Source: an optimization exercise on an open RTL-to-GDS flow (aim: small area). Production flows keep margins and buffers that such runs may drop.
RTL that was checked went through simulation tests only; none was proved equivalent to the original.
Function not checked in runs 4 to 6: the RTL went through the layout flow alone.

==> flow/design.v, too long to show whole: its modules and the start of the top module <==
// module fir_tap_mult_path: 59 lines
// module fir_tap_mac: 562 lines
// module fir_tap_booth_enc: 16 lines
// module fir_tap_cpa48: 133 lines
// module fir_tap_add48: 93 lines
// module fir_tap_add27: 51 lines
// module fir_tap_addend_path: 12 lines
// module fir_tap_post_adder: 37 lines
// module fir_tap_top: 33 lines
module fir_tap_top (
    input  wire         clk_i,
    input  wire         rst_i,
    input  fir_tap_pkg::tap_sample_t sample_i,
    input  fir_tap_pkg::coeff_ctrl_t coeff_ctrl_i,
    input  fir_tap_pkg::acc_t        c_i,
    input  fir_tap_pkg::acc_t        pcin_i,
    output fir_tap_pkg::acc_t        p_o
);
  // ...
==> flow/flow/run.sh <==
#!/bin/bash
# Own layout flow: the standard ORFS flow, with
#  - synthesis mapped by ABC for area (flow/abc.script) instead of ORFS's delay script;
#    everything else in synthesis, and so every register, is as in the standard synthesis
#  - port buffers of the smallest buffer cell, and no dummy clock-tree loads.
# Each step's full output is in orfs/logs/; make's own output in flow_*.log here.
set -euo pipefail
W=$(pwd)
F=$W/flow
export MY_ABC_SCRIPT=$F/abc.script
SYNTH="SYNTH_SCRIPT=$F/synth.tcl"
KNOBS=(ABC_AREA=1 ABC_CLOCK_PERIOD_IN_PS=7000
       "BUFFER_PORTS_ARGS=-buffer_cell sky130_fd_sc_hd__buf_1"
       "CTS_ARGS=-sink_clustering_enable -repair_clock_nets -dont_use_dummy_load")
if [[ -f $F/knobs.sh ]]; then source $F/knobs.sh; fi
make -C "$FLOW_HOME" DESIGN_CONFIG="$W/config.mk" WORK_HOME="$W/orfs" CLKGATE_MAP_FILE= \
  "$SYNTH" "${KNOBS[@]}" synth > "$W/flow_synth.log" 2>&1
make -C "$FLOW_HOME" DESIGN_CONFIG="$W/config.mk" WORK_HOME="$W/orfs" CLKGATE_MAP_FILE= \
  "$SYNTH" "${KNOBS[@]}" finish > "$W/flow_finish.log" 2>&1
R=$W/orfs/results/$FLOW_PLATFORM/fir_tap_top/base
: # left out here: write the final layout as DEF
==> flow/flow/abc.script <==
strash; dch; map -a; topo; stime -c
==> flow/flow/knobs.sh <==
KNOBS=(ABC_AREA=1 ABC_CLOCK_PERIOD_IN_PS=7000
       "BUFFER_PORTS_ARGS=-buffer_cell sky130_fd_sc_hd__buf_1"
       "CTS_ARGS=-sink_clustering_enable -repair_clock_nets -dont_use_dummy_load -buf_list {sky130_fd_sc_hd__clkbuf_4 sky130_fd_sc_hd__clkbuf_8}"
       GPL_TIMING_DRIVEN=0)
==> flow/flow/synth.tcl <==
proc synth {args} { yosys synth -nofsm -noshare -noabc {*}$args }
proc abc {args} {
  set i [lsearch -exact $args -script]
  if {$i >= 0 && [info exists ::env(MY_ABC_SCRIPT)]} {
    set args [lreplace $args [expr {$i + 1}] [expr {$i + 1}] $::env(MY_ABC_SCRIPT)]
  }
  yosys abc {*}$args
}
source $::env(SCRIPTS_DIR)/synth.tcl
# left out here: clear keep_hierarchy, flatten, clean up, hide names made inside functions, write 1_2_yosys.v
==> flow/standard.sh <==
#!/bin/bash
# synth_recipe.tcl (not shown) runs the flow's synth.tcl, then flattens the netlist and writes it again
# the make line also repeats each setting of config.mk as NAME=value (left out here)
make -C /OpenROAD-flow-scripts/flow DESIGN_CONFIG=/design/flow/config.mk WORK_HOME=/design/flow/orfs CLKGATE_MAP_FILE= SYNTH_SCRIPT=/design/flow/synth_recipe.tcl "${@:-finish}"
==> flow/config.mk <==
export PLATFORM = sky130hd
export DESIGN_NAME = fir_tap_top
export DESIGN_NICKNAME = fir_tap_top
export VERILOG_FILES = /design/flow/design.v
export SDC_FILE = /design/flow/constraint.sdc
export NUM_CORES = 4
export LEC_CHECK = 0
export CAP_MARGIN = 20
export CORE_MARGIN = 2
export CORE_UTILIZATION = 40
export SLEW_MARGIN = 20
==> flow/constraint.sdc <==
create_clock -name core_clock -period 7.0 [get_ports {clk_i}]
set_input_delay 1.4000 -clock core_clock [delete_from_list [all_inputs] [get_ports {clk_i}]]
set_output_delay 1.4000 -clock core_clock [all_outputs]
set_load 0.01 [all_outputs]
==> run_results.csv, run 1 <==
group,metric,value,unit
yosys,synth_area_leader_cell,"fa_1",
floorplanning,core,50170,um^2
layout,nets,2818,
grt,use_met1,0.2680,
yosys,syn_nets,2527,
clock_tree,ctsHoldBuffers,0,
grt,busiest_layer,"met2",
setup_path,cpLargestDelayFamily,"adder cells",
yosys,synth-xor-area-share,0.1145,
yosys,synth_compound_area_frac,0.1151,
layout,area_growth,14.51,%
yosys,synth_seq_cells,285,
layout,final_cells,2866,
layout,clkCellAreaFrac,0.02893,
yosys,ys_top_cells_by_area,"fa_1 31%, dfxtp_1 28%, xor2_1 11%, ha_1 8.7%, o22ai_1 7.2%",
sta,fmax,149.7,MHz
setup_path,path_class,"flip-flop to flip-flop",
yosys,syn_avg_cell_area,10.69,um^2
layout,nClkBuffers,49,
yosys,yosysWarnings,3,
drt,via_count,15195,
setup_path,path_buf_inv,4,
outcome,status,"no timing/DRC/antenna violations",
layout,antenna_cells,1,
setup_path,rr_worst_depth,24,
grt,grt_pass1_vias,16434,
sta,drv_slew,0,
setup_path,crit_top_cell,"fa_1",
yosys,yosys.cell_types.count,27,
worst_hold_path,hold_path_class,"flip-flop to flip-flop",
setup_path,reg2reg_slack,0.32,ns
layout,drive_gt1_frac,0.07296,
sta,relSlewSlack,0.6126,
setup_path,cpPeakStageDelay,0.60,ns
floorplanning,rows,82,
==> run 2, diff against run 1 <==
==> flow/flow/knobs.sh (replaced) <==
KNOBS=(ABC_AREA=1 ABC_CLOCK_PERIOD_IN_PS=7000
       "BUFFER_PORTS_ARGS=-buffer_cell sky130_fd_sc_hd__buf_1"
       "CTS_ARGS=-sink_clustering_enable -repair_clock_nets -dont_use_dummy_load -sink_clustering_size 16 -sink_clustering_max_diameter 60 -buf_list {sky130_fd_sc_hd__clkbuf_8}"
       GPL_TIMING_DRIVEN=0)
==> run 2 against run 1 <==
  * First-iteration DRC count grew 2.7%
  * Count of clock-buffer cells in the layout shrank 19
  * Register-to-register slack got worse by 0.05 ns
  * Global-route usage barely moved
  * Flip-flop and latch count stayed put
  * Via count is 0.29% higher
  * Highest routed layer is now met5
==> run_results.csv, run 2 <==
group,metric,value,unit
outcome,status,"no timing/DRC/antenna violations",
drt,ant_nets,0,
place,place_ws,-1.433,ns
yosys,syn_avg_cell_area,10.69,um^2
yosys,synthCells,1904,
floorplanning,start_util,0.4057,
sta,fmax,148.6,MHz
drt,drt_wl_total,55.47,mm
drt,via_count,15239,
sta,finalHoldViolCount,0,
setup_path,required,7.53,ns
sta,fin_skew,0.07494,ns
drt,via_per_inst,5.306,
place,place_area,22230,um^2
layout,mostFrequentLayoutCell,"fa_1",
sta,finalSetupViolCount,0,
yosys,ys_seq_area_frac,0.2803,
yosys,syn_nets,2527,
yosys,syn_area,20350,um^2
drt,drt_iter0_markers,1299,
layout,area_growth,14.72,%
flow_run,max_cap_viol_count,0,
floorplanning,io_pins,218,
layout,final_cell_mix,"305 x fa_1, 271 x dfxtp_1, 255 x xor2_1, 228 x o22ai_1, 214 x buf_1",
setup_path,crit_path_max_fanout,18,
setup_path,path_class,"flip-flop to flip-flop",
drt,wire_per_inst,19.31,um
sta,relSlewSlack,0.6109,
grt,busiest_layer,"met2",
drt,drc_errors,0,
sta,final.setup.tns,0,ns
yosys,yosysWarnings,3,
layout,drive_gt1_frac,0.07913,
clock_tree,cts.sinks,285,
drt,first_pass_iters,8,
yosys,synth-edff-count,0,
floorplanning,die_h,229.6,um
clock_tree,insertion_delay,0.65,ns
layout,n_fill_cell,4760,
layout,stdcell_area,23350,um^2
setup_path,endpoint_kind,"flip-flop",
floorplanning,dieWidth,229.6,um
yosys,synth_commonest_cells,"312 x fa_1, 285 x dfxtp_1, 256 x xor2_1, 251 x clkinv_1, 234 x o22ai_1",
yosys,synthArstFlopShare,0,
worst_hold_path,hold_path_class,"flip-flop to flip-flop",
grt,antenna_found_initial,2,
floorplanning,rows,82,
grt,grt_usage,0.2094,
floorplanning,core,50170,um^2
sta,fin_crit,6.729,ns
grt,grt_first_pass_wirelength,87.07,mm
grt,met3_usage,0.05105,
sta,drv_slew,0,
place,gp_congestion,0.8699,
yosys,synth.most_common_cell,"fa_1",
grt,grt_overflow_total,0,
floorplanning,die_area,52700,um^2
clock_tree,h-tree-depth,1,
grt,grt_pass1_vias,16309,
place,dp_hpwl,39.40,mm
clock_tree,ctsHoldBuffers,0,
yosys,synth_area_leader_cell,"fa_1",
clock_tree,cts_root_buf,"clkbuf_8",
place,io_buffers,217,
sta,worstMarginPinSlew,0.5837,ns
yosys,synth_top_area_share,0.3069,
yosys,synth_ff_type,"dfxtp_1",
sta,fin_crit_sh,0.9613,
layout,nets,2824,
clock_tree,clk_pin_slew,0.09,ns
grt,grt_max_degree,48,
yosys,synth_seq_cells,285,
clock_tree,cts_tree,"done",
setup_path,critPathLaunchType,"flip-flop",
clock_tree,numCtsBuffers,30,
clock_tree,clockBufferDepth,3,
sta,timing.final.ws_setup,0.2711,ns
yosys,yosys.cell_types.count,27,
grt,use_met1,0.2698,
yosys,ys_top_cells_by_area,"fa_1 31%, dfxtp_1 28%, xor2_1 11%, ha_1 8.7%, o22ai_1 7.2%",
setup_path,crit_arrival,7.26,ns
grt,use_met2,0.3379,
[run 2: cell counts after synthesis]
Identical to the previous run, type by type.
[run 2: final timing paths]
path | slack, ns | to | start | cells after the start
worst max-delay path | 0.27 | i_mult_path.mac_q[43]$_DFF_P_ | i_mult_path.preadd_q[14]$_DFF_P_ | 24
worst min-delay path | 0.28 | i_post_adder.mac_q[14]$_DFF_P_ | i_mult_path.mac_q[14]$_DFF_P_ | 0
worst max register to register | 0.27 | i_mult_path.mac_q[43]$_DFF_P_ | i_mult_path.preadd_q[14]$_DFF_P_ | 24
worst min register to register | 0.28 | i_post_adder.mac_q[14]$_DFF_P_ | i_mult_path.mac_q[14]$_DFF_P_ | 0
[run 2: critical path: stages, from the launching register on]
cell and delay, ns:
dfxtp_1 0.37, clkinv_4 0.20, o22ai_1 0.24, xor2_1 0.18
ha_1 0.26, fa_1 0.48, fa_1 0.60, fa_1 0.45
fa_1 0.58, ha_1 0.29, nand3_1 0.09, nand3_1 0.06
a21oi_1 0.14, clkinv_1 0.09, nor2_2 0.23, inv_2 0.09
a21oi_4 0.19, clkinv_2 0.12, a21oi_4 0.22, o21ai_2 0.10
a211o_2 0.33, fa_1 0.38, fa_1 0.39, fa_1 0.39
xor2_1 0.16
[run 2: routing by layer]
| layer | wire length (um) | vias up |
|---|---|---|
| met1 | 22320 | 7370 |
| met3 | 5337 | 171 |
| met5 | 12 | - |
| met4 | 2035 | 2 |
| li1 | - | 6931 |
| met2 | 25760 | 765 |
[run 2: metrics by stage]
stage            util  cells  hold slack [ns]
5_1_grt        0.4654   2872           0.2769
2_1_floorplan       -   1904           0.3096
3_5_place_dp   0.4431   2803           0.3121
3_3_place_gp   0.4387   2793           0.3108
6_report       0.4654   2872           0.2787
4_1_cts        0.4570   2840           0.2800
[run 2: timing repair]
item | CTS | global route
pin swaps | 5 | 11
gates cloned | 3 | 1
hold endpoints to repair | 0 | 0
setup buffers | 4 | 30
gates resized for setup | 85 | 45
endpoints found under the setup margin | 22 | 8
[run 2: final cells by class]
type                       instances  area, um^2  area share
clock buffer                      30       412.9     0.01768
timing repair inverter             4       25.02    0.001072
sequential                       285        5738      0.2457
antenna                            1       2.502   0.0001072
inverter                         251        1182     0.05064
tap                              672       840.8     0.03601
multi-input combinational       1368       13830      0.5925
timing repair buffer             261        1314     0.05626
[run 2: logic make-up (layout without fill, tap and decap cells)]
family | count (synthesis) | after routing | synth area share
adder cells (fa/ha/maj) | 453 | 453 | 0.3936
other | 0 | 1 | 0
buffers and inverters | 251 | 546 | 0.04629
AO/OA/AOI/OAI | 390 | 390 | 0.1151
XOR/XNOR | 266 | 266 | 0.1145
AND/OR/NAND/NOR | 259 | 259 | 0.05029
flip-flops | 285 | 285 | 0.2803
==> run 3, diff against run 2 <==
==> flow/flow/knobs.sh (replaced) <==
KNOBS=(ABC_AREA=1 ABC_CLOCK_PERIOD_IN_PS=7000
       "BUFFER_PORTS_ARGS=-buffer_cell sky130_fd_sc_hd__buf_1"
       "CTS_ARGS=-sink_clustering_enable -repair_clock_nets -dont_use_dummy_load -sink_clustering_size 20 -sink_clustering_max_diameter 50 -buf_list {sky130_fd_sc_hd__clkbuf_8}"
       GPL_TIMING_DRIVEN=0)
==> run 3 against run 2 <==
  * Utilization is 0.27 points lower
  * Flip-flop and latch count did not move
  * Cell count down 0.38%
  * Critical endpoint unchanged
  * Largest cell class unchanged
  * Design area shrank 0.58%
==> run_results.csv, run 3 <==
group,metric,value,unit
drt,highest_layer,"met5",
yosys,synthArstFlopShare,0,
grt,antenna_found_initial,2,
setup_path,worst-path-stages,24,
setup_path,endpoint_kind,"flip-flop",
layout,fin_util,0.4627,
grt,grt_usage,0.2095,
place,placed_cells,2803,
place,io_buffers,217,
clock_tree,insertion_delay,0.64,ns
drt,ant_nets,0,
sta,worstMarginPinSlew,0.5822,ns
floorplanning,die_h,229.6,um
sta,relSlewSlack,0.6119,
floorplanning,rows,82,
yosys,synth_top_area_share,0.3069,
grt,grt_first_pass_wirelength,86.46,mm
setup_path,required,7.51,ns
yosys,synth_simple_gate_area_frac,0.05029,
yosys,ys_seq_area_frac,0.2803,
place,gp_congestion,0.8699,
yosys,ys_top_cells_by_area,"fa_1 31%, dfxtp_1 28%, xor2_1 11%, ha_1 8.7%, o22ai_1 7.2%",
yosys,syn_nets,2527,
clock_tree,ctsHoldBuffers,0,
clock_tree,clockBufferDepth,3,
sta,fmax,147.6,MHz
drt,dr_wl_met3,5.067,mm
yosys,synth_top_family_by_area,"adder cells",
yosys,syn_avg_cell_area,10.69,um^2
yosys,synth_compound_area_frac,0.1151,
layout,stdcell_area,23210,um^2
setup_path,crit_arrival,7.28,ns
floorplanning,dieWidth,229.6,um
drt,drt_wl_total,55.11,mm
place,place_area,22230,um^2
yosys,synth_seq_cells,285,
layout,final_cell_mix,"306 x fa_1, 272 x dfxtp_1, 255 x xor2_1, 234 x o22ai_1, 214 x buf_1",
yosys,synthCells,1904,
clock_tree,cts.sinks,285,
yosys,synth-edff-count,0,
floorplanning,die_area,52700,um^2
floorplanning,io_pins,218,
yosys,synth_area_leader_cell,"fa_1",
layout,drive_gt1_frac,0.07084,
layout,nets,2813,
drt,drt_iter0_markers,1196,
clock_tree,cts_tree,"done",
yosys,yosysWarnings,3,
yosys,synth_adder_area_share,0.3936,
floorplanning,core,50170,um^2
worst_hold_path,hold_path_class,"flip-flop to flip-flop",
setup_path,critPathLaunchType,"flip-flop",
yosys,synth-xor-area-share,0.1145,
layout,mostFrequentLayoutCell,"fa_1",
clock_tree,numCtsBuffers,36,
setup_path,critPathSlowestCell,"fa_1",
drt,wire_per_inst,19.26,um
setup_path,cpLargestDelayFamily,"adder cells",
drt,drc_errors,0,
yosys,synth_ff_type,"dfxtp_1",
drt,via_count,15150,
sta,fin_skew,0.09057,ns
setup_path,path_buf_inv,4,
grt,grt_overflow_total,0,
drt,met1_length,22.35,mm
clock_tree,clk_pin_slew,0.08,ns
sta,fin_crit_sh,0.9681,
sta,finalHoldViolCount,0,
sta,fin_crit,6.777,ns
clock_tree,cts_root_buf,"clkbuf_8",
yosys,yosys.cell_types.count,27,
setup_path,rr_worst_depth,24,
floorplanning,start_util,0.4057,
drt,first_pass_iters,6,
yosys,syn_area,20350,um^2
setup_path,cpPeakStageDelay,0.61,ns
grt,grt_pass1_vias,16339,
clock_tree,h-tree-depth,2,
sta,drv_slew,0,
yosys,synth_commonest_cells,"312 x fa_1, 285 x dfxtp_1, 256 x xor2_1, 251 x clkinv_1, 234 x o22ai_1",
sta,final.setup.tns,0,ns
sta,finalSetupViolCount,0,
drt,routed-wl-met2,25.44,mm
setup_path,crit_path_max_fanout,18,
yosys,synth.most_common_cell,"fa_1",
layout,area_growth,14.06,%
setup_path,crit_top_cell,"fa_1",
grt,grt_max_degree,48,
place,dp_hpwl,39.40,mm
sta,timing.final.ws_setup,0.2234,ns
setup_path,path_class,"flip-flop to flip-flop",
place,place_ws,-1.433,ns
setup_path,path_cells,"clkinv_4 -> o22ai_1 -> xor2_1 -> ha_1 -> fa_1 -> fa_1 -> fa_1 -> fa_1 -> ha_1 -> nand3_1 -> nand3_1 -> a21oi_1 -> clkinv_1 -> nor2_2 -> clkinv_1 -> a21oi_4 -> inv_2 -> a21oi_4 -> o21ai_2 -> a211o_2 -> fa_1 -> fa_1 -> fa_1 -> xor2_1",
drt,via_per_inst,5.295,
outcome,status,"no timing/DRC/antenna violations",
yosys,synth.area.mux_share,0,
worst_hold_path,hold_depth,0,
flow_run,max_cap_viol_count,0,
layout,final_cells,2861,
-- run 3: cell count changes in the layout (fill, tap and decap cells not counted) --
cell / delta
dfxtp_1: +1
o22ai_1: +6
fa_1: +1
bufinv_16: -2
inv_8: -1
inv_4: -6
clkbuf_8: +6
clkinv_2: +4
dfxtp_4: -1
buf_4: -16
fa_2: -1
o22ai_2: -6
clkinv_4: +4
-- run 3: kinds of logic after synthesis --
group           after synthesis
xor+xnor                    266
buf+inv                     251
fa+ha+maj                   453
simple gates                259
flops                       285
compound gates              390
-- run 3: worst reg2reg max path, delay by kind of cell, from the launching register on --
| kind | cells | cell delay (ns) |
|---|---|---|
| simple gates | 3 | 0.37 |
| compound gates | 6 | 1.24 |
| flops | 1 | 0.36 |
| buf+inv | 4 | 0.57 |
| fa+ha+maj | 9 | 3.84 |
| xor+xnor | 2 | 0.34 |
-- run 3: repair_timing --
action / in CTS / in global routing
endpoints found under the setup margin: 21 / 8
gates resized for setup: 87 / 26
buffers inserted: 3 / 15
pin swaps: 6 / 10
gates cloned: 1 / 2
-- run 3: per-layer routing --
layer / GRT usage / vias to the layer above
met4: 0.09192 / 2
met3: 0.05266 / 164
met5: 0 / -
met1: 0.2664 / 7361
li1: - / 6911
met2: 0.3373 / 712
-- run 3: path summary, 6_finish.rpt --
check	end	start	slack [ns]
max	i_mult_path.mac_q[43]$_DFF_P_	i_mult_path.preadd_q[13]$_DFF_P_	0.22
min	i_post_adder.mac_q[7]$_DFF_P_	i_mult_path.mac_q[7]$_DFF_P_	0.29
max reg2reg	i_mult_path.mac_q[43]$_DFF_P_	i_mult_path.preadd_q[13]$_DFF_P_	0.22
min reg2reg	i_post_adder.mac_q[7]$_DFF_P_	i_mult_path.mac_q[7]$_DFF_P_	0.29
-- run 3: layout make-up --
class                   count  area [um^2]
multi-input cells        1368        13790
well taps                 672        840.8
flip-flops and latches    285         5734
repair inverters            3        16.27
inverters                 251         1137
repair buffers            245         1194
fillers                  4778        26960
clock buffers              36        495.5
diodes                      1        2.502
-- run 3: per-stage QoR --
step / hold WS [ns]
2_1_floorplan: 0.3096
3_5_place_dp: 0.3121
6_report: 0.2866
3_3_place_gp: 0.3108
5_1_grt: 0.2914
4_1_cts: 0.2857
==> module fir_tap_booth_enc, before the edit <==
module fir_tap_booth_enc (
    input  wire [17:0] w_i,
    output wire [8:0]  one_o,
    output wire [8:0]  two_o,
    output wire [8:0]  neg_o
);
    wire [18:0] wb = {w_i, 1'b0};
    genvar j;
    generate
        for (j = 0; j < 9; j++) begin : g_digit
            assign one_o[j] = wb[2*j+1] ^ wb[2*j];
            assign two_o[j] = (wb[2*j+2] & ~wb[2*j+1] & ~wb[2*j]) | (~wb[2*j+2] & wb[2*j+1] & wb[2*j]);
            assign neg_o[j] = wb[2*j+2];
        end
    endgenerate
endmodule
==> module fir_tap_post_adder, before the edit <==
module fir_tap_post_adder (
    input  wire      clk_i,
    input  wire      rst_i,
    input  fir_tap_pkg::acc_t     mac_i,
    input  fir_tap_pkg::acc_t     pcin_i,
    output fir_tap_pkg::acc_t     p_o
);
    fir_tap_pkg::acc_t mac_q;
    logic [2:0]        valid_q;
    always_ff @(posedge clk_i) begin
        mac_q <= mac_i;
    end
    always_ff @(posedge clk_i) begin
        if (rst_i) begin
            valid_q <= '0;
        end else begin
            valid_q <= {valid_q[1:0], 1'b1};
        end
    end
    fir_tap_pkg::acc_t mac_masked;
    fir_tap_pkg::acc_t sum;
    fir_tap_pkg::acc_t p_q;
    assign mac_masked = valid_q[2] ? mac_q : '0;
    fir_tap_add48 i_add (
        .a (mac_masked),
        .b (pcin_i),
        .s (sum)
    );
    always_ff @(posedge clk_i) begin
        if (rst_i) begin
            p_q <= '0;
        end else begin
            p_q <= sum;
        end
    end
    assign p_o = p_q;
endmodule
==> run 4, diff against run 3 <==
--- a/flow/design.v
+++ b/flow/design.v
@@ -657,7 +657,7 @@
     generate
         for (j = 0; j < 9; j++) begin : g_digit
             assign one_o[j] = wb[2*j+1] ^ wb[2*j];
-            assign two_o[j] = (wb[2*j+2] & ~wb[2*j+1] & ~wb[2*j]) | (~wb[2*j+2] & wb[2*j+1] & wb[2*j]);
+            assign two_o[j] = (wb[2*j+2] ^ wb[2*j+1]) & ~(wb[2*j+1] ^ wb[2*j]);
             assign neg_o[j] = wb[2*j+2];
         end
     endgenerate
@@ -962,24 +962,26 @@
     input  fir_tap_pkg::acc_t     pcin_i,
     output fir_tap_pkg::acc_t     p_o
 );
+    logic [1:0]        valid_q;
     fir_tap_pkg::acc_t mac_q;
-    logic [2:0]        valid_q;
-    always_ff @(posedge clk_i) begin
-        mac_q <= mac_i;
-    end
     always_ff @(posedge clk_i) begin
         if (rst_i) begin
             valid_q <= '0;
         end else begin
-            valid_q <= {valid_q[1:0], 1'b1};
+            valid_q <= {valid_q[0], 1'b1};
+        end
+    end
+    always_ff @(posedge clk_i) begin
+        if (rst_i || !valid_q[1]) begin
+            mac_q <= '0;
+        end else begin
+            mac_q <= mac_i;
         end
     end
-    fir_tap_pkg::acc_t mac_masked;
     fir_tap_pkg::acc_t sum;
     fir_tap_pkg::acc_t p_q;
-    assign mac_masked = valid_q[2] ? mac_q : '0;
     fir_tap_add48 i_add (
-        .a (mac_masked),
+        .a (mac_q),
         .b (pcin_i),
         .s (sum)
     );
==> flow/flow/knobs.sh (replaced) <==
KNOBS=(ABC_AREA=1 ABC_CLOCK_PERIOD_IN_PS=7000
       "BUFFER_PORTS_ARGS=-buffer_cell sky130_fd_sc_hd__buf_1"
       "CTS_ARGS=-sink_clustering_enable -repair_clock_nets -dont_use_dummy_load -sink_clustering_size 20 -sink_clustering_max_diameter 50 -buf_list {sky130_fd_sc_hd__clkbuf_8}"
       GPL_TIMING_DRIVEN=0)
KNOBS+=(CAP_MARGIN=5 SLEW_MARGIN=5)
==> run 4 against run 3 <==
  * Still clean on timing, DRC and antenna
  * Maximum frequency shrank 0.20%
  * Setup slack got worse by 0.014 ns
  * Clock skew down 0.014 ns
  * Non-clock buffer count is 29 higher
  * Routed wire length is 0.88% higher
==> run_results.csv, run 4 <==
group,metric,value,unit
outcome,status,"no timing/DRC/antenna violations",
yosys,syn_avg_cell_area,10.74,um^2
sta,worstMarginPinSlew,0.8967,ns
drt,ant_nets,0,
setup_path,crit_arrival,7.27,ns
sta,fin_crit_sh,0.9701,
sta,final.setup.tns,0,ns
place,dp_hpwl,39.39,mm
yosys,yosys.cell_types.count,28,
sta,whs,0.3676,ns
setup_path,required,7.48,ns
layout,antenna_cells,0,
grt,grt_first_pass_wirelength,87.04,mm
drt,drc_errors,0,
drt,drt_iter0_markers,1261,
sta,finalSetupViolCount,0,
drt,wire_per_inst,19.29,um
yosys,synthArstFlopShare,0,
floorplanning,io_pins,218,
setup_path,cpPeakStageDelay,0.56,ns
drt,first_pass_iters,5,
yosys,synth_ff_type,"dfxtp_1",
yosys,synth_seq_cells,284,
clock_tree,cts_root_buf,"clkbuf_8",
clock_tree,clk_pin_slew,0.09,ns
yosys,ys_top_cells_by_area,"fa_1 31%, dfxtp_1 28%, xor2_1 11%, ha_1 8.7%, o22ai_1 7.2%",
floorplanning,start_util,0.4054,
layout,drive_gt1_frac,0.09502,
floorplanning,dieWidth,229.5,um
clock_tree,cts.sinks,284,
sta,fin_skew,0.07689,ns
grt,antenna_found_initial,1,
grt,grt_max_degree,41,
setup_path,critPathLaunchType,"flip-flop",
grt,grt_overflow_total,0,
layout,n_fill_cell,4722,
drt,via_count,15496,
clock_tree,h-tree-depth,2,
yosys,synth_area_leader_cell,"fa_1",
sta,drv_slew,0,
grt,grt_pass1_vias,16510,
layout,area_growth,16.03,%
yosys,synthCells,1893,
worst_hold_path,hold_path_class,"flip-flop to flip-flop",
setup_path,crit_path_max_fanout,18,
clock_tree,cts_tree,"done",
place,io_buffers,217,
setup_path,crit_top_cell,"fa_1",
yosys,yosysWarnings,3,
sta,fin_crit,6.790,ns
yosys,syn_nets,2517,
yosys,ys_seq_area_frac,0.2795,
layout,mostFrequentLayoutCell,"fa_1",
sta,relSlewSlack,0.4022,
flow_run,max_cap_viol_count,0,
sta,finalHoldViolCount,0,
grt,grt_usage,0.2104,
yosys,syn_area,20340,um^2
clock_tree,numCtsBuffers,36,
drt,drt_wl_total,55.59,mm
floorplanning,die_area,52670,um^2
yosys,synth_top_area_share,0.3071,
layout,nets,2836,
setup_path,path_class,"flip-flop to flip-flop",
yosys,synth-edff-count,0,
yosys,synth_commonest_cells,"312 x fa_1, 284 x dfxtp_1, 256 x xor2_1, 252 x clkinv_1, 234 x o22ai_1",
clock_tree,insertion_delay,0.61,ns
clock_tree,clockBufferDepth,3,
setup_path,endpoint_kind,"flip-flop",
layout,final_cell_mix,"308 x fa_1, 266 x dfxtp_1, 251 x xor2_1, 221 x o22ai_1, 215 x buf_1",
floorplanning,die_h,229.5,um
sta,fmax,147.3,MHz
floorplanning,rows,82,
setup_path,critPathSlowestCell,"fa_1",
setup_path,path_cells,"clkinv_2 -> o22ai_1 -> xor2_1 -> fa_1 -> fa_1 -> fa_1 -> fa_1 -> ha_1 -> and2_2 -> a221o_2 -> a21oi_1 -> a21oi_1 -> nor2_2 -> o21ai_4 -> inv_4 -> o31ai_4 -> nand3b_1 -> a21oi_2 -> a211o_2 -> fa_1 -> fa_1 -> fa_1 -> xor2_1",
yosys,synth.most_common_cell,"fa_1",
place,gp_congestion,0.8646,
drt,via_per_inst,5.377,
floorplanning,core,50170,um^2
[run 4: cell types whose count changed after synthesis, moves of 2 or more]
| cell | change |
|---|---|
| a21o_2 | +2 |
| a41oi_1 | +2 |
| and2_2 | +2 |
| nand2_1 | -7 |
| nand3_1 | -10 |
| nand4_1 | +3 |
| nor2_1 | -8 |
| o21ai_0 | +2 |
| o21bai_1 | +5 |
[run 4: layer usage]
metal,routed length (um),global-route usage,up-vias
li1,-,-,6944
met1,22310,0.2649,7562
met2,26100,0.3454,808
met3,4970,0.04656,180
met4,2199,0.09558,2
met5,13,0,-
[run 4: area by class of cell]
type,instances,area [um^2],area share
Timing Repair Buffer,274,1416,0.06002
Timing Repair inverter,7,38.79,0.001644
Tap cell,672,840.8,0.03563
Sequential cell,284,5725,0.2426
Multi-Input combinational cell,1357,13920,0.5899
Inverter,252,1161,0.04920
Clock buffer,36,495.5,0.02100
[run 4: stage by stage]
stage / area [um^2] / util / worst slack [ns] / instances
finish: 23600 / 0.4704 / 0.2096 / 2882
global route: 23600 / 0.4704 / -0.02238 / 2882
CTS: 22920 / 0.4569 / 0.001473 / 2832
detailed placement: 22240 / 0.4433 / -1.503 / 2792
global placement: 21990 / 0.4384 / -1.565 / 2782
floorplan: 20340 / - / 0.08725 / 1893
[run 4: timing repair]
item,in CTS,in global routing
buffers inserted,2,44
hold buffers,0,0
pin swaps,8,32
endpoints found under the setup margin,21,9
cloned,2,5
gates resized for setup,73,63
[run 4: kinds of logic after synthesis]
logic type,count (synthesis),share of synthesized area
buf+inv,252,0.04651
simple gates,240,0.04712
compound gates,396,0.1173
mux,1,0.0005536
flops,284,0.2795
xor+xnor,266,0.1145
fa+ha+maj,454,0.3945
[run 4: final timing paths]
check,cells after the start,slack (ns),startpoint,to
worst max-delay path,23,0.21,i_mult_path.preadd_q[8]$_DFF_P_,i_mult_path.mac_q[43]$_DFF_P_
worst min-delay path,2,0.37,i_mult_path.mac_q[11]$_DFF_P_,i_post_adder.mac_q[11]$_SDFF_PP0_
worst max register to register,23,0.21,i_mult_path.preadd_q[8]$_DFF_P_,i_mult_path.mac_q[43]$_DFF_P_
worst min register to register,2,0.37,i_mult_path.mac_q[11]$_DFF_P_,i_post_adder.mac_q[11]$_SDFF_PP0_
[run 4: critical path: cells and delay by family, from the launching register on]
kind,cells,cell delay [ns]
fa+ha+maj,8,3.49
compound gates,8,1.50
simple gates,3,0.64
buf+inv,2,0.40
xor+xnor,2,0.35
flops,1,0.33
==> run 5, diff against run 4 <==
==> flow/flow/knobs.sh (replaced) <==
KNOBS=(ABC_AREA=1 ABC_CLOCK_PERIOD_IN_PS=7000
       "BUFFER_PORTS_ARGS=-buffer_cell sky130_fd_sc_hd__buf_1"
       "CTS_ARGS=-sink_clustering_enable -repair_clock_nets -dont_use_dummy_load -sink_clustering_size 20 -sink_clustering_max_diameter 50 -buf_list {sky130_fd_sc_hd__clkbuf_8}"
       GPL_TIMING_DRIVEN=0)
==> run 5 against run 4 <==
  * Synthesized area did not move
  * Utilization fell by 0.37 points
  * Count of clock-buffer cells in the layout rose by 1
  * Register-to-register slack improved by 0.02 ns
  * Maximum frequency rose by 0.35%
  * Still clean on timing, DRC and antenna
  * First-iteration DRC count fell by 6.9%
  * Cell count fell by 0.38%
  * Non-clock buffer count fell by 9
  * Clock skew fell by 0.0065 ns
==> run_results.csv, run 5 <==
group,metric,value,unit
worst_hold_path,hold_depth,2,
clock_tree,insertion_delay,0.60,ns
sta,whs,0.3470,ns
grt,busiest_layer,"met2",
yosys,synth.most_common_cell,"fa_1",
layout,mostFrequentLayoutCell,"fa_1",
floorplanning,die_area,52670,um^2
flow_run,max_cap_viol_count,0,
drt,first_pass_iters,5,
drt,drt_iter0_markers,1174,
floorplanning,io_pins,218,
setup_path,required,7.49,ns
grt,use_met1,0.2620,
sta,relSlewSlack,0.6128,
setup_path,path_cells,"buf_12 -> clkinv_1 -> xor2_1 -> fa_1 -> clkinv_1 -> fa_1 -> fa_1 -> fa_1 -> fa_1 -> ha_1 -> nand4_1 -> nor2_1 -> a211oi_2 -> o31ai_4 -> nand3b_1 -> a21oi_1 -> a211o_2 -> fa_1 -> fa_1 -> fa_1 -> xor2_1",
sta,worstMarginPinSlew,0.5808,ns
yosys,ys_top_cells_by_area,"fa_1 31%, dfxtp_1 28%, xor2_1 11%, ha_1 8.7%, o22ai_1 7.2%",
setup_path,endpoint_kind,"flip-flop",
floorplanning,die_h,229.5,um
clock_tree,cts.sinks,284,
drt,drt_wl_total,55.00,mm
clock_tree,clk_pin_slew,0.08,ns
clock_tree,numCtsBuffers,37,
layout,area_growth,15.13,%
yosys,syn_nets,2517,
clock_tree,clockBufferDepth,3,
worst_hold_path,hold_path_class,"flip-flop to flip-flop",
setup_path,path_buf_inv,3,
setup_path,critPathLaunchType,"flip-flop",
place,dp_hpwl,39.51,mm
setup_path,crit_arrival,7.26,ns
yosys,syn_area,20340,um^2
drt,drc_errors,0,
setup_path,critPathSlowestCell,"fa_1",
yosys,synth-edff-count,0,
yosys,synth_commonest_cells,"312 x fa_1, 284 x dfxtp_1, 256 x xor2_1, 252 x clkinv_1, 234 x o22ai_1",
yosys,synth.area.mux_share,0.0005537,
sta,finalSetupViolCount,0,
drt,via_count,15238,
yosys,syn_avg_cell_area,10.74,um^2
grt,antenna_found_initial,0,
setup_path,crit_top_cell,"fa_1",
layout,fin_util,0.4667,
yosys,synth_compound_area_frac,0.1173,
yosys,synthCells,1893,
drt,wire_per_inst,19.16,um
sta,fin_crit,6.767,ns
clock_tree,cts_tree,"done",
yosys,synth-xor-area-share,0.1145,
yosys,synth_top_family_by_area,"adder cells",
grt,use_met2,0.3523,
floorplanning,dieWidth,229.5,um
setup_path,rr_worst_depth,21,
floorplanning,core,50170,um^2
yosys,synth_adder_area_share,0.3945,
place,io_buffers,217,
setup_path,cpLargestDelayFamily,"adder cells",
setup_path,cpPeakStageDelay,0.63,ns
worst_hold_path,hp-start,"i_mult_path.mac_q[11]$_DFF_P_",
floorplanning,start_util,0.4054,
sta,drv_slew,0,
clock_tree,h-tree-depth,2,
yosys,synth_simple_gate_area_frac,0.04712,
yosys,yosys.cell_types.count,28,
floorplanning,rows,82,
grt,grt_max_degree,37,
yosys,synth_ff_type,"dfxtp_1",
yosys,yosysWarnings,3,
layout,n_fill_cell,4767,
yosys,synth_area_leader_cell,"fa_1",
grt,grt_overflow_total,0,
yosys,ys_seq_area_frac,0.2795,
layout,nets,2825,
setup_path,r2r_end,"i_mult_path.mac_q[43]$_DFF_P_",
yosys,synthArstFlopShare,0,
layout,antenna_cells,0,
grt,grt_pass1_vias,16452,
setup_path,crit_path_max_fanout,17,
setup_path,reg2reg_slack,0.23,ns
sta,finalHoldViolCount,0,
layout,drive_gt1_frac,0.08504,
drt,ant_nets,0,
sta,fmax,147.8,MHz
outcome,status,"no timing/DRC/antenna violations",
grt,grt_usage,0.2103,
place,gp_congestion,0.8646,
clock_tree,cts_root_buf,"clkbuf_8",
yosys,synth_seq_cells,284,
layout,final_cell_mix,"309 x fa_1, 270 x dfxtp_1, 253 x xor2_1, 226 x o22ai_1, 215 x buf_1",
drt,via_per_inst,5.308,
setup_path,r2r_start,"i_mult_path.neg_s1_q[2]$_DFF_P_",
setup_path,path_class,"flip-flop to flip-flop",
grt,met3_usage,0.04731,
yosys,synth_top_area_share,0.3071,
grt,grt_first_pass_wirelength,86.80,mm
sta,fin_skew,0.07043,ns
worst_hold_path,holdPathEnd,"i_post_adder.mac_q[11]$_SDFF_PP0_",
sta,fin_crit_sh,0.9667,
[run 5: cell counts after synthesis]
No cell type changed its count.
[run 5: cell type report]
cell class                 count  area (um^2)  area share
multi-input combinational   1357        13860      0.5917
sequential                   284         5713      0.2440
timing repair buffer         265         1374     0.05867
inverter                     252         1102     0.04708
tap                          672        840.8     0.03591
clock buffer                  37        509.2     0.02175
timing repair inverter         4        20.02   0.0008550
[run 5: per-layer routing]
layer | part of all wire | up-vias
met2 | 0.47 | 738
met3 | 0.087 | 141
met4 | 0.036 | 0
met1 | 0.40 | 7431
li1 | - | 6928
met5 | 0 | -
[run 5: how the worst max path moves through the flow]
stage	startpoint	to	cells after the start
6_report	i_mult_path.neg_s1_q[2]$_DFF_P_	i_mult_path.mac_q[43]$_DFF_P_	21
5_1_grt	pcin_i[0]	i_post_adder.p_q[47]$_SDFF_PP0_	29
4_1_cts	i_mult_path.preadd_q[23]$_DFF_P_	i_mult_path.mac_q[46]$_DFF_P_	23
3_5_place_dp	i_mult_path.one_s1_q[0]$_DFF_P_	i_mult_path.mac_q[46]$_DFF_P_	23
3_3_place_gp	i_mult_path.neg_s1_q[0]$_DFF_P_	i_mult_path.mac_q[46]$_DFF_P_	21
2_1_floorplan	i_mult_path.neg_s1_q[0]$_DFF_P_	i_mult_path.mac_q[46]$_DFF_P_	21
[run 5: worst reg2reg max path: cells and delay by family (launching register included)]
family                   cells  cell delay (ns)
XOR/XNOR                     2             0.33
AO/OA/AOI/OAI                4             0.83
flip-flops                   1             0.61
buffers and inverters        3             0.48
adder cells (fa/ha/maj)      9             4.08
AND/OR/NAND/NOR              3             0.40
[run 5: through the flow]
step	area (um^2)	setup WS (ns)	setup TNS (ns)	cells
after global placement	21990	-1.565	-54.35	2782
final	23420	0.2331	0	2871
after floorplan	20340	0.08725	0	1893
after detailed placement	22290	-1.484	-14.53	2795
after global routing	23420	-0.03150	-0.06604	2871
after CTS	22990	0.02176	0	2836
[run 5: cells by family after synthesis]
logic type / Yosys count
xor+xnor: 266
simple gates: 240
flops: 284
buf+inv: 252
compound gates: 396
fa+ha+maj: 454
mux: 1
[run 5: repair_timing]
action / 4_1_cts / 5_1_grt
setup endpoints to repair: 21 / 8
hold endpoints to repair: 0 / 0
pin swaps: 4 / 16
buffers inserted: 2 / 33
gates cloned: 2 / 2
hold buffers: 0 / 0
resized for setup: 73 / 45
==> run 6, diff against run 5 <==
==> flow/flow/knobs.sh (replaced) <==
KNOBS=(ABC_AREA=1 ABC_CLOCK_PERIOD_IN_PS=7000
       "BUFFER_PORTS_ARGS=-buffer_cell sky130_fd_sc_hd__buf_1"
       "CTS_ARGS=-sink_clustering_enable -repair_clock_nets -dont_use_dummy_load -sink_clustering_size 16 -sink_clustering_max_diameter 60 -buf_list {sky130_fd_sc_hd__clkbuf_8}"
       GPL_TIMING_DRIVEN=0)
KNOBS+=(RECOVER_POWER=100)
==> run 6 against run 5 <==
  * Now fails the layout checks on max-capacitance violations, max-slew violations
  * Sequential share of layout area up 0.076 points
  * Routed wire length shrank 0.21%
  * Utilization shrank 0.12 points
  * Flip-flop and latch count did not move
  * Non-clock buffer count up 3
  * First-iteration DRC count grew 3.7%
  * Clock skew is 0.014 ns lower
==> run_results.csv, run 6 <==
group,metric,value,unit
grt,antenna_found_initial,0,
clock_tree,h-tree-depth,1,
layout,mostFrequentLayoutCell,"fa_1",
layout,fin_util,0.4655,
floorplanning,dieWidth,229.5,um
drt,drt_iter0_markers,1218,
setup_path,crit_top_cell,"fa_1",
setup_path,crit_path_max_fanout,18,
yosys,synth.area.mux_share,0.0005537,
floorplanning,die_h,229.5,um
sta,finalHoldViolCount,0,
grt,grt_overflow_total,0,
place,gp_congestion,0.8646,
yosys,synthArstFlopShare,0,
flow_run,max_cap_viol_count,3,
place,placed_cells,2795,
drt,ant_nets,0,
yosys,synthCells,1893,
layout,area_growth,14.82,%
yosys,syn_nets,2517,
yosys,synth_seq_cells,284,
sta,finalSetupViolCount,0,
setup_path,path_class,"flip-flop to flip-flop",
drt,drc_errors,0,
setup_path,endpoint_kind,"flip-flop",
yosys,synth_top_family_by_area,"adder cells",
clock_tree,numCtsBuffers,30,
drt,via_per_inst,5.324,
floorplanning,io_pins,218,
drt,wire_per_inst,19.14,um
sta,worstMarginPinSlew,1.642,ns
sta,relSlewSlack,-0.09479,
yosys,yosys.cell_types.count,28,
clock_tree,clockBufferDepth,3,
floorplanning,start_util,0.4054,
layout,n_fill_cell,4770,
clock_tree,cts_tree,"done",
drt,via_count,15265,
floorplanning,die_area,52670,um^2
grt,grt_max_degree,37,
sta,drv_slew,96,
yosys,synth-edff-count,0,
yosys,syn_avg_cell_area,10.74,um^2
sta,fin_crit,6.738,ns
yosys,synth_adder_area_share,0.3945,
layout,nets,2821,
yosys,syn_area,20340,um^2
outcome,status,"failed layout checks",
yosys,ys_seq_area_frac,0.2795,
yosys,ys_top_cells_by_area,"fa_1 31%, dfxtp_1 28%, xor2_1 11%, ha_1 8.7%, o22ai_1 7.2%",
setup_path,required,7.53,ns
yosys,synth.most_common_cell,"fa_1",
layout,drive_gt1_frac,0.08200,
place,io_buffers,217,
sta,fin_crit_sh,0.9625,
yosys,yosysWarnings,3,
grt,grt_pass1_vias,16417,
setup_path,cpPeakStageDelay,0.58,ns
layout,final_cell_mix,"308 x fa_1, 270 x dfxtp_1, 252 x xor2_1, 224 x o22ai_1, 215 x buf_1",
yosys,synth_simple_gate_area_frac,0.04712,
yosys,synth-xor-area-share,0.1145,
setup_path,critPathSlowestCell,"fa_1",
drt,drt_wl_total,54.89,mm
grt,grt_usage,0.2086,
setup_path,path_buf_inv,2,
clock_tree,clk_pin_slew,0.10,ns
layout,antenna_cells,0,
outcome,violations,"max-capacitance violations, max-slew violations",
setup_path,crit_arrival,7.26,ns
clock_tree,cts_root_buf,"clkbuf_8",
clock_tree,insertion_delay,0.64,ns
setup_path,path_cells,"clkinv_4 -> o22ai_1 -> xor2_1 -> fa_1 -> fa_1 -> fa_1 -> fa_1 -> fa_1 -> ha_1 -> a21oi_1 -> o21bai_1 -> a21oi_1 -> nor2_1 -> nor3b_2 -> o21ai_4 -> inv_2 -> o31ai_4 -> nand3b_1 -> a21oi_1 -> a211o_2 -> fa_1 -> fa_1 -> fa_1 -> xor2_1",
layout,final_cells,2867,
grt,grt_first_pass_wirelength,86.71,mm
drt,first_pass_iters,8,
clock_tree,cts.sinks,284,
yosys,synth_area_leader_cell,"fa_1",
yosys,synth_ff_type,"dfxtp_1",
place,dp_hpwl,39.51,mm
sta,fmax,148.4,MHz
yosys,synth_top_area_share,0.3071,
yosys,synth_compound_area_frac,0.1173,
setup_path,critPathLaunchType,"flip-flop",
floorplanning,core,50170,um^2
setup_path,cpLargestDelayFamily,"adder cells",
worst_hold_path,hold_path_class,"flip-flop to flip-flop",
sta,fin_skew,0.05681,ns
yosys,synth_commonest_cells,"312 x fa_1, 284 x dfxtp_1, 256 x xor2_1, 252 x clkinv_1, 234 x o22ai_1",
floorplanning,rows,82,
run 6: through the flow:
step,setup TNS [ns],hold WS (ns),instance area [um^2],worst slack [ns]
after global placement,-54.35,0.3650,21990,-1.565
after detailed placement,-14.53,0.3575,22290,-1.484
after CTS,-0.004708,0.3390,22880,-0.004708
final,0,0.3410,23350,0.2622
after floorplan,0,0.3514,20340,0.08725
after global routing,-0.04185,0.3440,23350,-0.01607
run 6: worst min-delay path, stage by stage (launching register included):
cell and delay, ns:
dfxtp_1 0.29, clkinv_1 0.04, nor2_1 0.03
run 6: cell type report:
cell class                 instances  area [um^2]  share of cell area
multi-input combinational       1357        13880              0.5946
timing repair inverter             4        20.02           0.0008573
tap                              672        840.8             0.03601
sequential                       284         5715              0.2447
inverter                         252         1125             0.04817
timing repair buffer             268         1354             0.05797
clock buffer                      30        412.9             0.01768
run 6: cell families after synthesis:
logic type,after synthesis
multiplexers,1
buffers and inverters,252
AO/OA/AOI/OAI,396
flip-flops,284
XOR/XNOR,266
AND/OR/NAND/NOR,240
adder cells (fa/ha/maj),454
run 6: worst paths after layout:
check	start	end	slack (ns)	cells past startpoint
max	i_mult_path.preadd_q[13]$_DFF_P_	i_mult_path.mac_q[43]$_DFF_P_	0.26	24
min	i_mult_path.mac_q[10]$_DFF_P_	i_post_adder.mac_q[10]$_SDFF_PP0_	0.34	2
max reg2reg	i_mult_path.preadd_q[13]$_DFF_P_	i_mult_path.mac_q[43]$_DFF_P_	0.26	24
min reg2reg	i_mult_path.mac_q[10]$_DFF_P_	i_post_adder.mac_q[10]$_SDFF_PP0_	0.34	2
run 6: repair_timing:
action | in CTS | in global routing
gates resized for setup | 72 | 53
gates cloned | 2 | 2
hold endpoints to repair | 0 | 0
pin swaps | 3 | 14
buffers inserted | 1 | 37
hold buffers | 0 | 0
endpoints found under the setup margin | 21 | 8
run 6: per-layer routing:
metal,vias up,routed length [um],part of all wire,global-route usage
li1,6913,-,-,-
met1,7427,22160,0.40,0.2620
met2,771,25780,0.47,0.3496
met3,154,4920,0.090,0.04781
met4,0,2024,0.037,0.07792
met5,-,0,0,0

==> afterwards: timing with drivers on the ports <==
No port has a modelled driver above. Below, the same layouts with a new extraction and two added sets of constraints.
Step 1: set_driving_cell puts a clkbuf_16 on clk_i and a buf_2 on each other input, an assumption about the parent block.
Step 2 also shifts input and output timing later by t, the mid clock arrival at the registers, as if the neighbouring blocks saw the same clock.
a / b / c = ideal / step 1 / step 2; a / b = the first two.
run | t (ns) | setup WS [ns] | slew at the worst register clock pin (ns) | worst slew at a driven data input, ns | pins driven straight from the clock port
run 1 | 0.646 | 0.319 / 0.319 / -0.085 | 0.06 / 0.06 | 0.06 | 1
run 2 | 0.668 | 0.271 / 0.271 / -0.145 | 0.10 / 0.10 | 0.07 | 1
run 3 | 0.642 | 0.223 / 0.223 / -0.046 | 0.11 / 0.11 | 0.07 | 1
run 4 | 0.623 | 0.210 / 0.210 / -0.035 | 0.10 / 0.10 | 0.08 | 1
run 5 | 0.621 | 0.233 / 0.233 / -0.068 | 0.10 / 0.10 | 0.08 | 1
run 6 | 0.668 | 0.262 / 0.262 / -0.082 | 0.10 / 0.10 | 0.07 | 1
For run 2, which loses most, drivers alone change the setup slack by 0.000 ns; drivers and shift together by -0.416 ns.
